Source: an optimization exercise on an open RTL-to-GDS flow (aim: small area). Production flows keep margins and buffers that such runs may drop.
The RTL was checked by simulation tests, not by an equivalence proof against the original design.
Power is estimated from default activity; no workload was simulated.

== v6 ==
==> flow/design.v <==
package reg_file_pkg;
   localparam int unsigned DATA_WIDTH_DEFAULT = 64;
   localparam int unsigned ADDR_WIDTH_DEFAULT = 5;
   localparam int unsigned ZERO_REG           = 31;
   typedef logic [DATA_WIDTH_DEFAULT-1:0] reg_data_t;
   typedef logic [ADDR_WIDTH_DEFAULT-1:0] reg_addr_t;
   function automatic int unsigned zero_reg_of(input int unsigned addr_width);
      zero_reg_of = (32'd1 << addr_width) - 32'd1;
   endfunction
endpackage
module reg_file_read_port
#(
   parameter int unsigned DATA_WIDTH = reg_file_pkg::DATA_WIDTH_DEFAULT,
   parameter int unsigned ADDR_WIDTH = reg_file_pkg::ADDR_WIDTH_DEFAULT,
   parameter int unsigned NREGS      = reg_file_pkg::zero_reg_of(ADDR_WIDTH)
) (
   input  logic [NREGS-1:0][DATA_WIDTH-1:0] mem,
   input  logic [NREGS-1:0]                 valid,
   input  logic [ADDR_WIDTH-1:0]            read_addr,
   output logic [DATA_WIDTH-1:0]            read_data
);
   localparam int unsigned NG = (NREGS + 2) / 3;   
   localparam int unsigned NM = (NG + 3) / 4;      
   logic [NREGS-1:0] sel;
   always_comb begin
      for (int unsigned i = 0; i < NREGS; i++) begin
         sel[i] = valid[i] && (read_addr == ADDR_WIDTH'(i));
      end
   end
   for (genvar j = 0; j < DATA_WIDTH; j++) begin : g_bit
      logic [NG-1:0] grp_n;   
      logic [NM-1:0] mrg;     
      for (genvar g = 0; g < NG; g++) begin : g_grp
         if (3 * g + 2 < NREGS) begin : g_3
            rf_aoi222 u_aoi (
               .a1 (mem[3*g][j]),   .a2 (sel[3*g]),
               .b1 (mem[3*g+1][j]), .b2 (sel[3*g+1]),
               .c1 (mem[3*g+2][j]), .c2 (sel[3*g+2]),
               .y  (grp_n[g])
            );
         end else if (3 * g + 1 < NREGS) begin : g_2
            rf_aoi22 u_aoi (
               .a1 (mem[3*g][j]),   .a2 (sel[3*g]),
               .b1 (mem[3*g+1][j]), .b2 (sel[3*g+1]),
               .y  (grp_n[g])
            );
         end else begin : g_1
            rf_nand #(.N(2)) u_nand (
               .a ({mem[3*g][j], sel[3*g]}),
               .y (grp_n[g])
            );
         end
      end
      for (genvar m = 0; m < NM; m++) begin : g_mrg
         localparam int unsigned LO = 4 * m;
         localparam int unsigned HI = (4 * m + 3 < NG) ? 4 * m + 3 : NG - 1;
         rf_nand #(.N(HI - LO + 1)) u_nand (
            .a (grp_n[HI:LO]),
            .y (mrg[m])
         );
      end
      rf_or #(.N(NM)) u_or (
         .a (mrg),
         .y (read_data[j])
      );
   end
endmodule
module rf_ao22 (
   input  logic a1, a2, b1, b2,
   output logic y
);
   assign y = (a1 & a2) | (b1 & b2);
endmodule
module rf_aoi22 (
   input  logic a1, a2, b1, b2,
   output logic y
);
   assign y = ~((a1 & a2) | (b1 & b2));
endmodule
module rf_aoi222 (
   input  logic a1, a2, b1, b2, c1, c2,
   output logic y
);
   assign y = ~((a1 & a2) | (b1 & b2) | (c1 & c2));
endmodule
module rf_nand #(
   parameter int unsigned N = 2
) (
   input  logic [N-1:0] a,
   output logic         y
);
   assign y = ~&a;
endmodule
module rf_or #(
   parameter int unsigned N = 2
) (
   input  logic [N-1:0] a,
   output logic         y
);
   assign y = |a;
endmodule
module reg_file
#(
   parameter int unsigned DATA_WIDTH = reg_file_pkg::DATA_WIDTH_DEFAULT,
   parameter int unsigned ADDR_WIDTH = reg_file_pkg::ADDR_WIDTH_DEFAULT
) (
   input  logic                  clk,
   input  logic                  reset,
   input  logic                  reg_write,
   input  logic [ADDR_WIDTH-1:0] reg_write_dest,
   input  logic [ADDR_WIDTH-1:0] reg_read_addr_1,
   input  logic [ADDR_WIDTH-1:0] reg_read_addr_2,
   input  logic [DATA_WIDTH-1:0] reg_write_data,
   output logic [DATA_WIDTH-1:0] reg_read_data_1,
   output logic [DATA_WIDTH-1:0] reg_read_data_2
);
   localparam int unsigned NREGS = reg_file_pkg::zero_reg_of(ADDR_WIDTH);
   logic [NREGS-1:0][DATA_WIDTH-1:0] mem_q;
   logic [NREGS-1:0][DATA_WIDTH-1:0] mem_d;
   logic [NREGS-1:0]                 valid_q;
   logic [NREGS-1:0]                 wr_row;
   logic [NREGS-1:0]                 hold_row;
   always_comb begin
      for (int unsigned i = 0; i < NREGS; i++) begin
         wr_row[i]   = reg_write && (reg_write_dest == ADDR_WIDTH'(i));
         hold_row[i] = !wr_row[i];
      end
   end
   always_ff @(posedge clk or posedge reset) begin
      if (reset) begin
         valid_q <= '0;
      end else begin
         valid_q <= valid_q | wr_row;
      end
   end
   for (genvar i = 0; i < NREGS; i++) begin : g_row
      for (genvar j = 0; j < DATA_WIDTH; j++) begin : g_bit
         rf_ao22 u_wr (
            .a1 (mem_q[i][j]),
            .a2 (hold_row[i]),
            .b1 (reg_write_data[j]),
            .b2 (wr_row[i]),
            .y  (mem_d[i][j])
         );
      end
   end
   always_ff @(posedge clk) begin
      mem_q <= mem_d;
   end
   reg_file_read_port #(
      .DATA_WIDTH (DATA_WIDTH),
      .ADDR_WIDTH (ADDR_WIDTH)
   ) u_read_port_1 (
      .mem       (mem_q),
      .valid     (valid_q),
      .read_addr (reg_read_addr_1),
      .read_data (reg_read_data_1)
   );
   reg_file_read_port #(
      .DATA_WIDTH (DATA_WIDTH),
      .ADDR_WIDTH (ADDR_WIDTH)
   ) u_read_port_2 (
      .mem       (mem_q),
      .valid     (valid_q),
      .read_addr (reg_read_addr_2),
      .read_data (reg_read_data_2)
   );
endmodule
clock: 7.0 ns
lec_check: 0
abc_clock_period_in_ps: 1000000
cap_margin: 20
cell_pad_in_sites_detail_placement: 1
cell_pad_in_sites_global_placement: 1
core_margin: 2
core_utilization: 28
place_density: 0.35
slew_margin: 20
synth_hierarchical: 1
standard.sh (not shown) runs the stock make flow with config.mk's settings and CLKGATE_MAP_FILE= SYNTH_SCRIPT=/design/flow/synth_recipe.tcl, a recipe that flattens the netlist after the stock synthesis.
==> flow/flow/run.sh <==
#!/bin/bash
# The standard layout (bash standard.sh), with two changes made through ORFS's own
# variables: ports are buffered with the smallest buffer, and clock tree synthesis
# uses small clock buffers, larger sink clusters and no dummy loads.
set -euo pipefail
export BUFFER_PORTS_ARGS="-buffer_cell sky130_fd_sc_hd__buf_1"
export CTS_ARGS="-sink_clustering_enable -repair_clock_nets -dont_use_dummy_load -buf_list {sky130_fd_sc_hd__clkbuf_8} -sink_clustering_size 16 -sink_clustering_max_diameter 70"
bash standard.sh > standard.log 2>&1
> inputs changed (v6 -> v7)
==> flow/flow/run.sh <==
#!/bin/bash
# The standard layout (bash standard.sh), with two changes made through ORFS's own
# variables: ports are buffered with the smallest buffer, and clock tree synthesis
# uses small clock buffers, larger sink clusters and no dummy loads.
set -euo pipefail
export BUFFER_PORTS_ARGS="-buffer_cell sky130_fd_sc_hd__buf_1"
export CTS_ARGS="-sink_clustering_enable -repair_clock_nets -dont_use_dummy_load -buf_list {sky130_fd_sc_hd__clkbuf_8} -sink_clustering_size 14 -sink_clustering_max_diameter 70"
bash standard.sh > standard.log 2>&1
diff --git a/flow/config.mk b/flow/config.mk
--- a/flow/config.mk
+++ b/flow/config.mk
@@ -7,10 +7,10 @@
 export LEC_CHECK = 0
 export ABC_CLOCK_PERIOD_IN_PS = 1000000
-export CAP_MARGIN = 20
+export CAP_MARGIN = 10
 export CELL_PAD_IN_SITES_DETAIL_PLACEMENT = 1
 export CELL_PAD_IN_SITES_GLOBAL_PLACEMENT = 1
 export CORE_MARGIN = 2
-export CORE_UTILIZATION = 28
-export PLACE_DENSITY = 0.35
-export SLEW_MARGIN = 20
+export CORE_UTILIZATION = 33
+export PLACE_DENSITY = 0.45
+export SLEW_MARGIN = 10
 export SYNTH_HIERARCHICAL = 1
### Flow results
- [compare] base=v6 new=v7: total length of routed wires now smaller; vias after detailed routing saw an increase; combinational group share of total power now sits at about the same level.

## afterwards: timing with drivers on the ports
In the flow no input, the clock included, has a driving cell. The finished layouts below were timed again as built, in two steps. Step 1: set_driving_cell puts a clkbuf_16 on clk and a buf_2 on each other input, an assumption about the parent block. Step 2 adds t to the input delays and takes it off the output delays; t is the mean of the earliest and latest rising clock arrival at the registers after step 1. Input paths then give back, and output paths get back, about the clock's delay inside the block. Three values: ideal, step 1, step 2; two values: the first two.
run | t, ns | slack for setup (ns) | latest minus earliest clock arrival (ns) | pins driven straight from the clock port
v6 | 1.099 | 1.006 / 0.974 / 0.974 | 0.103 / 0.103 | 1
v7 | 1.062 | 1.024 / 0.995 / 0.995 | 0.085 / 0.084 | 1
After both steps every run listed still meets setup and hold. The setup slack of v6, which loses most, moves by -0.032 ns with the drivers and by -0.032 ns with both steps.
